Context: an optimization exercise on an open-source flow, tuned for small area, a short achievable clock period and few clock cycles. The choices shown serve that exercise and are no tape-out recipe.
The RTL of this run was laid out without a check of its function.
No activity file was given, so power comes from the tool's default toggle rates.

$ cat design/flow/design.v
`default_nettype none
package pipePkg;
    localparam logic [1:0] majAddi  = 2'b00;
    localparam logic [1:0] majAndi  = 2'b01;
    localparam logic [1:0] majStore = 2'b10;
    localparam logic [1:0] majOther = 2'b11;
    localparam logic [2:0] subNop  = 3'b000;
    localparam logic [2:0] subLoad = 3'b001;
    localparam logic [2:0] subReg  = 3'b010;
    localparam logic [2:0] subJump = 3'b011;
    localparam logic [2:0] subBeq  = 3'b100;
    localparam logic [2:0] subBne  = 3'b101;
    localparam logic [1:0] aluAdd = 2'd0;
    localparam logic [1:0] aluSub = 2'd1;
    localparam logic [1:0] aluAnd = 2'd2;
    localparam logic [1:0] aluOr  = 2'd3;
    function automatic logic [23:0] predecode(input logic [31:0] d, input logic [5:0] addr);
        logic [23:0] w;
        logic [5:0]  off;
        logic [5:0]  tgt;
        w   = {majOther, subNop, 19'd0};
        off = {d[27:25], d[11:9]};
        tgt = addr + off;
        case (d[6:0])
            7'b0010011: begin
                if (d[14:12] == 3'b000)
                    w = {majAddi, d[31:20], d[11:7], d[19:15]};
                else if (d[14:12] == 3'b111)
                    w = {majAndi, d[31:20], d[11:7], d[19:15]};
            end
            7'b0000011: w = {majOther, subLoad, 1'b0, d[27:20], d[11:7], d[19:15]};
            7'b0100011: w = {majStore, d[31:25], d[11:7], d[24:20], d[19:15]};
            7'b0110011: begin
                if (d[14:12] == 3'b000)
                    w = {majOther, subReg, 2'b00, (d[30] ? aluSub : aluAdd), d[11:7], d[24:20], d[19:15]};
                else if (d[14:12] == 3'b110)
                    w = {majOther, subReg, 2'b00, aluOr, d[11:7], d[24:20], d[19:15]};
                else if (d[14:12] == 3'b111)
                    w = {majOther, subReg, 2'b00, aluAnd, d[11:7], d[24:20], d[19:15]};
            end
            7'b1100011: begin
                if (d[14:13] == 2'b00 && off != 6'd1) begin
                    if (d[19:15] == d[24:20]) begin
                        if (!d[12]) w = {majOther, subJump, 3'b000, tgt, 10'd0};
                    end else begin
                        w = {majOther, (d[12] ? subBne : subBeq), 3'b000, tgt, d[24:20], d[19:15]};
                    end
                end
            end
            default: ;
        endcase
        predecode = w;
    endfunction
endpackage
`default_nettype wire
`timescale 1ns/1ns
`default_nettype none
module pipeTop #(
    parameter int imemWords = 64,
    parameter int dmemWords = 64
) (
    input  wire logic                                 clock,
    input  wire logic                                 reset,
    input  wire logic                                 run,
    input  wire logic                                 progWrite,
    input  wire logic [$clog2(imemWords)-1:0]         progAddr,
    input  wire logic [31:0]                          progData,
    output logic                                      storeValid,
    output logic [31:0]                               storeAddr,
    output logic [31:0]                               storeData
);
    logic        pendValid;
    logic [5:0]  pendAddr;
    logic [31:0] pendData;
    logic [23:0] pendWord;
    logic [23:0] imem [64];
    always_ff @(posedge clock) begin
        pendValid <= progWrite && !run;
        pendAddr  <= progAddr;
        pendData  <= progData;
    end
    assign pendWord = pipePkg::predecode(pendData, pendAddr);
    always_ff @(posedge clock) begin
        if (pendValid) imem[pendAddr] <= pendWord;
    end
    logic [5:0]  pc;
    logic        dValid;
    logic [23:0] dIr;
    logic [5:0]  dPc1;
    logic        eValid;
    logic        eWr;
    logic        eLoad;
    logic        eStore;
    logic        eBr;
    logic [4:0]  eRd;
    logic [1:0]  eAluOp;
    logic        eUseImm;
    logic [11:0] eImm;
    logic [31:0] eA;
    logic [31:0] eB;
    logic        eFwdA;
    logic        eFwdB;
    logic [5:0]  eFixPc;
    logic        mValid;
    logic        mWr;
    logic        mLoad;
    logic        mStore;
    logic [4:0]  mRd;
    logic [31:0] mAlu;
    logic [31:0] mSd;
    logic [31:0] regs [32];
    logic [31:0] dmem [64];
    logic [23:0] fWord;
    logic        fPredT;
    logic [5:0]  fPc1;
    logic [5:0]  fNext;
    logic        stall;
    logic        mispredict;
    assign fWord  = (pendValid && pendAddr == pc) ? pendWord : imem[pc];
    assign fPredT = (fWord[23:22] == pipePkg::majOther) &&
                    (fWord[21:19] == pipePkg::subJump || fWord[21:19] == pipePkg::subBne);
    assign fPc1   = pc + 6'd1;
    assign fNext  = fPredT ? fWord[15:10] : fPc1;
    logic [1:0]  dMaj;
    logic [2:0]  dSub;
    logic [4:0]  dRs1;
    logic [4:0]  dRs2;
    logic [4:0]  dRd;
    logic        dOther;
    logic        dAddi;
    logic        dAndi;
    logic        dStore;
    logic        dLoad;
    logic        dReg;
    logic        dBeq;
    logic        dBne;
    logic        dUsesRs1;
    logic        dUsesRs2;
    logic        dWr;
    logic [1:0]  dAluOp;
    logic [31:0] dRs1Val;
    logic [31:0] dRs2Val;
    logic [31:0] mResult;
    logic        dFwdA;
    logic        dFwdB;
    assign dMaj   = dIr[23:22];
    assign dSub   = dIr[21:19];
    assign dRs1   = dIr[4:0];
    assign dRs2   = dIr[9:5];
    assign dOther = (dMaj == pipePkg::majOther);
    assign dAddi  = (dMaj == pipePkg::majAddi);
    assign dAndi  = (dMaj == pipePkg::majAndi);
    assign dStore = (dMaj == pipePkg::majStore);
    assign dLoad  = dOther && (dSub == pipePkg::subLoad);
    assign dReg   = dOther && (dSub == pipePkg::subReg);
    assign dBeq   = dOther && (dSub == pipePkg::subBeq);
    assign dBne   = dOther && (dSub == pipePkg::subBne);
    assign dRd    = dReg ? dIr[14:10] : dIr[9:5];
    assign dUsesRs1 = dAddi || dAndi || dStore || dLoad || dReg || dBeq || dBne;
    assign dUsesRs2 = dStore || dReg || dBeq || dBne;
    assign dWr      = (dAddi || dAndi || dLoad || dReg) && (dRd != 5'd0);
    assign dAluOp   = dReg ? dIr[16:15] : (dAndi ? pipePkg::aluAnd : pipePkg::aluAdd);
    assign mResult = mLoad ? dmem[mAlu[7:2]] : mAlu;
    assign dRs1Val = (dRs1 == 5'd0) ? 32'd0 :
                     (mValid && mWr && mRd == dRs1) ? mResult : regs[dRs1];
    assign dRs2Val = (dRs2 == 5'd0) ? 32'd0 :
                     (mValid && mWr && mRd == dRs2) ? mResult : regs[dRs2];
    assign dFwdA = eValid && eWr && eRd == dRs1;
    assign dFwdB = eValid && eWr && eRd == dRs2;
    assign stall = dValid && eValid && eLoad && eWr &&
                   ((dUsesRs1 && eRd == dRs1) || (dUsesRs2 && !dStore && eRd == dRs2));
    logic [31:0] opA;
    logic [31:0] opB;
    logic [31:0] aluB;
    logic [31:0] sum;
    logic [31:0] aluRes;
    logic [31:0] stData;
    logic        sub;
    assign opA    = eFwdA ? mAlu : eA;
    assign opB    = eFwdB ? mAlu : eB;
    assign aluB   = eUseImm ? {{20{eImm[11]}}, eImm} : opB;
    assign sub    = (eAluOp == pipePkg::aluSub);
    assign sum    = opA + (aluB ^ {32{sub}}) + {31'd0, sub};
    assign stData = eFwdB ? mResult : eB;
    always_comb begin
        case (eAluOp)
            pipePkg::aluAnd: aluRes = opA & aluB;
            pipePkg::aluOr:  aluRes = opA | aluB;
            default:         aluRes = sum;
        endcase
    end
    assign mispredict = eValid && eBr && (opA == opB);
    always_ff @(posedge clock) begin
        if (reset || !run) begin
            pc     <= 6'd0;
            dValid <= 1'b0;
            eValid <= 1'b0;
            mValid <= 1'b0;
        end else begin
            mValid <= eValid;
            if (mispredict) begin
                pc     <= eFixPc;
                dValid <= 1'b0;
                eValid <= 1'b0;
            end else if (stall) begin
                eValid <= 1'b0;
            end else begin
                pc     <= fNext;
                dValid <= 1'b1;
                eValid <= dValid;
            end
        end
    end
    always_ff @(posedge clock) begin
        if (!stall) begin
            dIr  <= fWord;
            dPc1 <= fPc1;
        end
    end
    always_ff @(posedge clock) begin
        eWr     <= dWr;
        eLoad   <= dLoad;
        eStore  <= dStore;
        eBr     <= dBeq || dBne;
        eRd     <= dRd;
        eAluOp  <= dAluOp;
        eUseImm <= !dReg;
        eImm    <= dIr[21:10];
        eA      <= dRs1Val;
        eB      <= dRs2Val;
        eFwdA   <= dFwdA;
        eFwdB   <= dFwdB;
        eFixPc  <= dBne ? dPc1 : dIr[15:10];
    end
    always_ff @(posedge clock) begin
        mWr    <= eWr;
        mLoad  <= eLoad;
        mStore <= eStore;
        mRd    <= eRd;
        mAlu   <= aluRes;
        mSd    <= stData;
    end
    always_ff @(posedge clock) begin
        if (mValid && mStore) dmem[mAlu[7:2]] <= mSd;
    end
    always_ff @(posedge clock) begin
        if (mValid && mWr) regs[mRd] <= mResult;
    end
    assign storeValid = mValid && mStore;
    assign storeAddr  = mAlu;
    assign storeData  = mSd;
endmodule
`default_nettype wire
$ cat design/flow/run.sh
#!/bin/bash
# synth_recipe.tcl (not shown) runs the flow's synth.tcl, then flattens the netlist and writes it again
# the make line also repeats each setting of config.mk as NAME=value (left out here)
make -C /OpenROAD-flow-scripts/flow DESIGN_CONFIG=/design/flow/config.mk WORK_HOME=/design/flow/orfs CLKGATE_MAP_FILE= SYNTH_SCRIPT=/design/flow/synth_recipe.tcl finish
$ cat design/flow/config.mk
export PLATFORM = sky130hd
export DESIGN_NAME = pipeTop
export DESIGN_NICKNAME = pipeTop
export VERILOG_FILES = /design/flow/design.v
export SDC_FILE = /design/flow/constraint.sdc
export NUM_CORES = 4
export LEC_CHECK = 0
export CAP_MARGIN = 20
export CORE_MARGIN = 2
export CORE_UTILIZATION = 45
export SLEW_MARGIN = 20
export SYNTH_MEMORY_MAX_BITS = 8192
$ cat design/flow/constraint.sdc
create_clock -name core_clock -period 10.0 [get_ports {clock}]
set_input_delay 2.0000 -clock core_clock [delete_from_list [all_inputs] [get_ports {clock}]]
set_output_delay 2.0000 -clock core_clock [all_outputs]
set_load 0.01 [all_outputs]
==> run notes <==
state kept, by name, summed over array words and instances, names as in the netlist, 2 cells and up, named ones only:
name and cells:
eB 32, pendData 32, eAluOp 2, eA 32
regs 1024, mAlu 32, imem 1536, dPc1 6
eRd 5, pendAddr 6, eImm 12, mSd 32
dmem 2048, dIr 24, pc 6, mRd 5
eFixPc 6
layer usage:
layer	share of wire (%)	wire length, um	vias to the layer above	GRT usage (%)
li1	-	-	41776	-
met1	39	223000	55926	35.9
met2	48	277000	5686	42.7
met3	9.1	52400	1057	4.10
met4	4.5	26000	8	10.4
met5	0.0081	47	-	0
cell type report:
cell class,instances,area (um2)
Antenna cell,8,20.0
Tap cell,5663,7090
Inverter,33,126
Sequential cell,4860,144000
Fill cell,33266,206000
Multi-Input combinational cell,4131,46500
Clock inverter,284,2890
Timing Repair Buffer,496,4380
Clock buffer,596,12800
critical path, stage by stage (launching register included):
cell	delay, ns
sky130_fd_sc_hd__dfxtp_1	0.31
sky130_fd_sc_hd__buf_4	0.40
sky130_fd_sc_hd__clkinv_1	0.86
sky130_fd_sc_hd__nand2_1	0.59
sky130_fd_sc_hd__o21ai_0	0.21
sky130_fd_sc_hd__fa_1	0.49
sky130_fd_sc_hd__a21o_1	0.19
sky130_fd_sc_hd__and4_1	0.23
sky130_fd_sc_hd__o21ai_0	0.33
sky130_fd_sc_hd__a211oi_1	0.16
sky130_fd_sc_hd__o21ai_0	0.33
sky130_fd_sc_hd__o21ai_0	0.20
sky130_fd_sc_hd__o41ai_1	0.58
sky130_fd_sc_hd__o21ai_0	0.24
sky130_fd_sc_hd__xnor2_1	0.20
sky130_fd_sc_hd__o21ai_0	0.11
metrics by stage:
step | area (um2) | util, % | hold slack [ns] | setup slack, ns | instances
2_1_floorplan | 192000 | - | 0.310 | 5.17 | 9662
3_3_place_gp | 202000 | 47.6 | 0.319 | 4.46 | 15177
3_5_place_dp | 202000 | 47.6 | 0.326 | 4.58 | 15179
4_1_cts | 217000 | 51.3 | 0.340 | 4.51 | 16059
5_1_grt | 218000 | 51.3 | 0.344 | 4.05 | 16064
6_report | 218000 | 51.4 | 0.336 | 4.39 | 16071
logic make-up after synthesis:
logic type | count (synthesis) | synth area share [%]
flops | 4860 | 75.0
xor+xnor | 127 | 0.581
mux | 1330 | 13.5
compound gates | 1826 | 7.08
simple gates | 789 | 1.95
fa+ha+maj | 59 | 0.367
buf+inv | 671 | 1.47
report_power, final:
part	internal, mW	switching [mW]
Combinational	0.760	1.84
Sequential	22.4	0.142
Clock	10.3	7.77
final timing paths:
kind | start | to | slack (ns)
max | eAluOp[1] | mAlu[30] | 4.39
min | eStore | mStore | 0.34
max reg2reg | eAluOp[1] | mAlu[30] | 4.39
min reg2reg | eStore | mStore | 0.34
Yosys cell counts, types with 37 or more instances:
cell                       count  area, um2
sky130_fd_sc_hd__a211oi_1     59        443
sky130_fd_sc_hd__a21o_1       60        450
sky130_fd_sc_hd__a21oi_1     127        636
sky130_fd_sc_hd__a221oi_1    116       1020
sky130_fd_sc_hd__a22o_1       88        771
sky130_fd_sc_hd__a22oi_1     864       6490
sky130_fd_sc_hd__a31oi_1     103        644
sky130_fd_sc_hd__a41oi_1     154       1350
sky130_fd_sc_hd__buf_1       158        593
sky130_fd_sc_hd__buf_2       108        541
sky130_fd_sc_hd__clkbuf_1    351       1320
sky130_fd_sc_hd__dfxtp_1     222       4440
sky130_fd_sc_hd__edfxtp_1   4638     139000
sky130_fd_sc_hd__ha_1         37        463
sky130_fd_sc_hd__mux2_2      116       1310
sky130_fd_sc_hd__mux2i_1     226       2260
sky130_fd_sc_hd__mux4_2      973      21900
sky130_fd_sc_hd__nand2_1     144        541
sky130_fd_sc_hd__nand2b_1     42        263
sky130_fd_sc_hd__nand4_1      41        257
sky130_fd_sc_hd__nor2_1      348       1310
sky130_fd_sc_hd__nor4_1       53        332
sky130_fd_sc_hd__o21ai_0      71        355
sky130_fd_sc_hd__o22ai_1      65        407
sky130_fd_sc_hd__xnor2_1      91        797
==> results.ini <==
[timing]
slew_viol_final = 0
final-setup-viol-count = 0
final_hold_viol_count = 0
setup_total_negative_slack_ns = 0
final.min_clock_period_ns = 5.61
fmaxAchievable_mhz = 178
layout_worst_path_cycle_share_pct = 56.1
tightest_slew_ns = 1.15
final_skew_ns = 0.0875
rsz0062_at_grt = false
slew-limit-headroom_pct = 23.1

[cts]
numCtsBuffers = 479
cts_resized = 0
clkLatencyLatePin_ns = 1.05
tritoncts_clock_tree = done
cts.sink_count = 4860
cts_hold_buf = 0
cts_root_buffer = sky130_fd_sc_hd__clkbuf_16
cts.reportedPaths.clkPinSlew_ns = 0.07
clockBufferDepth = 4
cts_h_tree_depth = 5
cts_setup_buffers = 0

[power_and_ir_drop]
ir_drop_v = 0.000193
total_chip_power_mw = 43.3
power-per-cell-area_nw_per_um2 = 199
p_leak_nw = 64.6

[drt]
drc = 0
drtIter0Drc = 13445
ant_nets = 0
vias_per_cell = 6.50
drt-total-wl_mm = 579
dr_total_vias = 104453
detail_route.first_pass.iterations = 8
wire_per_inst_um = 36.0

[final_layout]
areaGrowthSynthToFinish_pct = 13.6
layout_net_count = 10082
layout_commonest_cell = sky130_fd_sc_hd__edfxtp_1
drive_above_1_share_pct = 23.9
mostFrequentLayoutCells = sky130_fd_sc_hd__edfxtp_1, sky130_fd_sc_hd__mux4_2, sky130_fd_sc_hd__a22oi_1

[synth]
synthArstFlopShare_pct = 0
post_synthesis_cells = 9662
syn_area_um2 = 192000
synth_cell_types = 73
synth_ff_type = sky130_fd_sc_hd__edfxtp_1
synth_fp_nets = 9743
syn_area_per_cell_um2 = 19.8
number_of_enable_type_register_cells_in_the_synthesized_netlist = 4638
yosysSeqAreaShare_pct = 75.0
synthesis.yosys.warnings = 1
synth-seq-cells = 4860

[job]
drv_cap = 0

[place]
routability_congestion = 0.854
dpl.hpwl_mm = 315
numPortBuffers = 106

[grt]
grt_start_max_net_pins = 114
global_route.overflow_total = 0
via_count_of_the_first_global_routing_pass = 103982
antenna_found_initial = 15
gr_usage_total_pct = 26.3
global_route_wire_length_before_repair_mm = 806

[critical_path]
path_max_fanout = 44
logic_depth_of_the_worst_register_to_register_path = 15
timing.critical_path.from_type = flop
cp.arrival_ns = 6.46
cp_data_required_time_ns = 10.85
end_kind = flop
timing_worst_setup_path_type = flop to flop

[die]
die_height_um = 656
core_box_area_um2 = 424000
floorplan.die_area_um2 = 431000
initial_utilization_pct = 45.2
io-pin-count = 107
core.rowCount = 239
width_of_the_die_um = 656

[min_path]
whs_path_depth = 0
timing.hold.worst.class = flop to flop

[run_status]
run_status = timing/DRC/antenna clean

==> re-timing with driven ports <==
The results above use ideal ports. As a check the final layout listed here was re-extracted and re-timed, cells and wires unchanged. Step 1 assumes that a clkbuf_16 drives the clock port and a buf_2 every other input. Step 2, shift: input delay + t, output delay - t, t = (earliest + latest rising clock arrival at the registers) / 2. This alone moves slack from input paths to output paths. Three values: no drivers, after step 1, after step 2; two values: the first two.
t, ns: 1.126
setup WS [ns]: 4.393 / 4.393 / 4.393
pins driven straight from the clock port: 1
After both steps setup and hold are still met in this run. For this run, drivers alone change the setup slack by 0.000 ns; drivers and shift together by 0.000 ns.
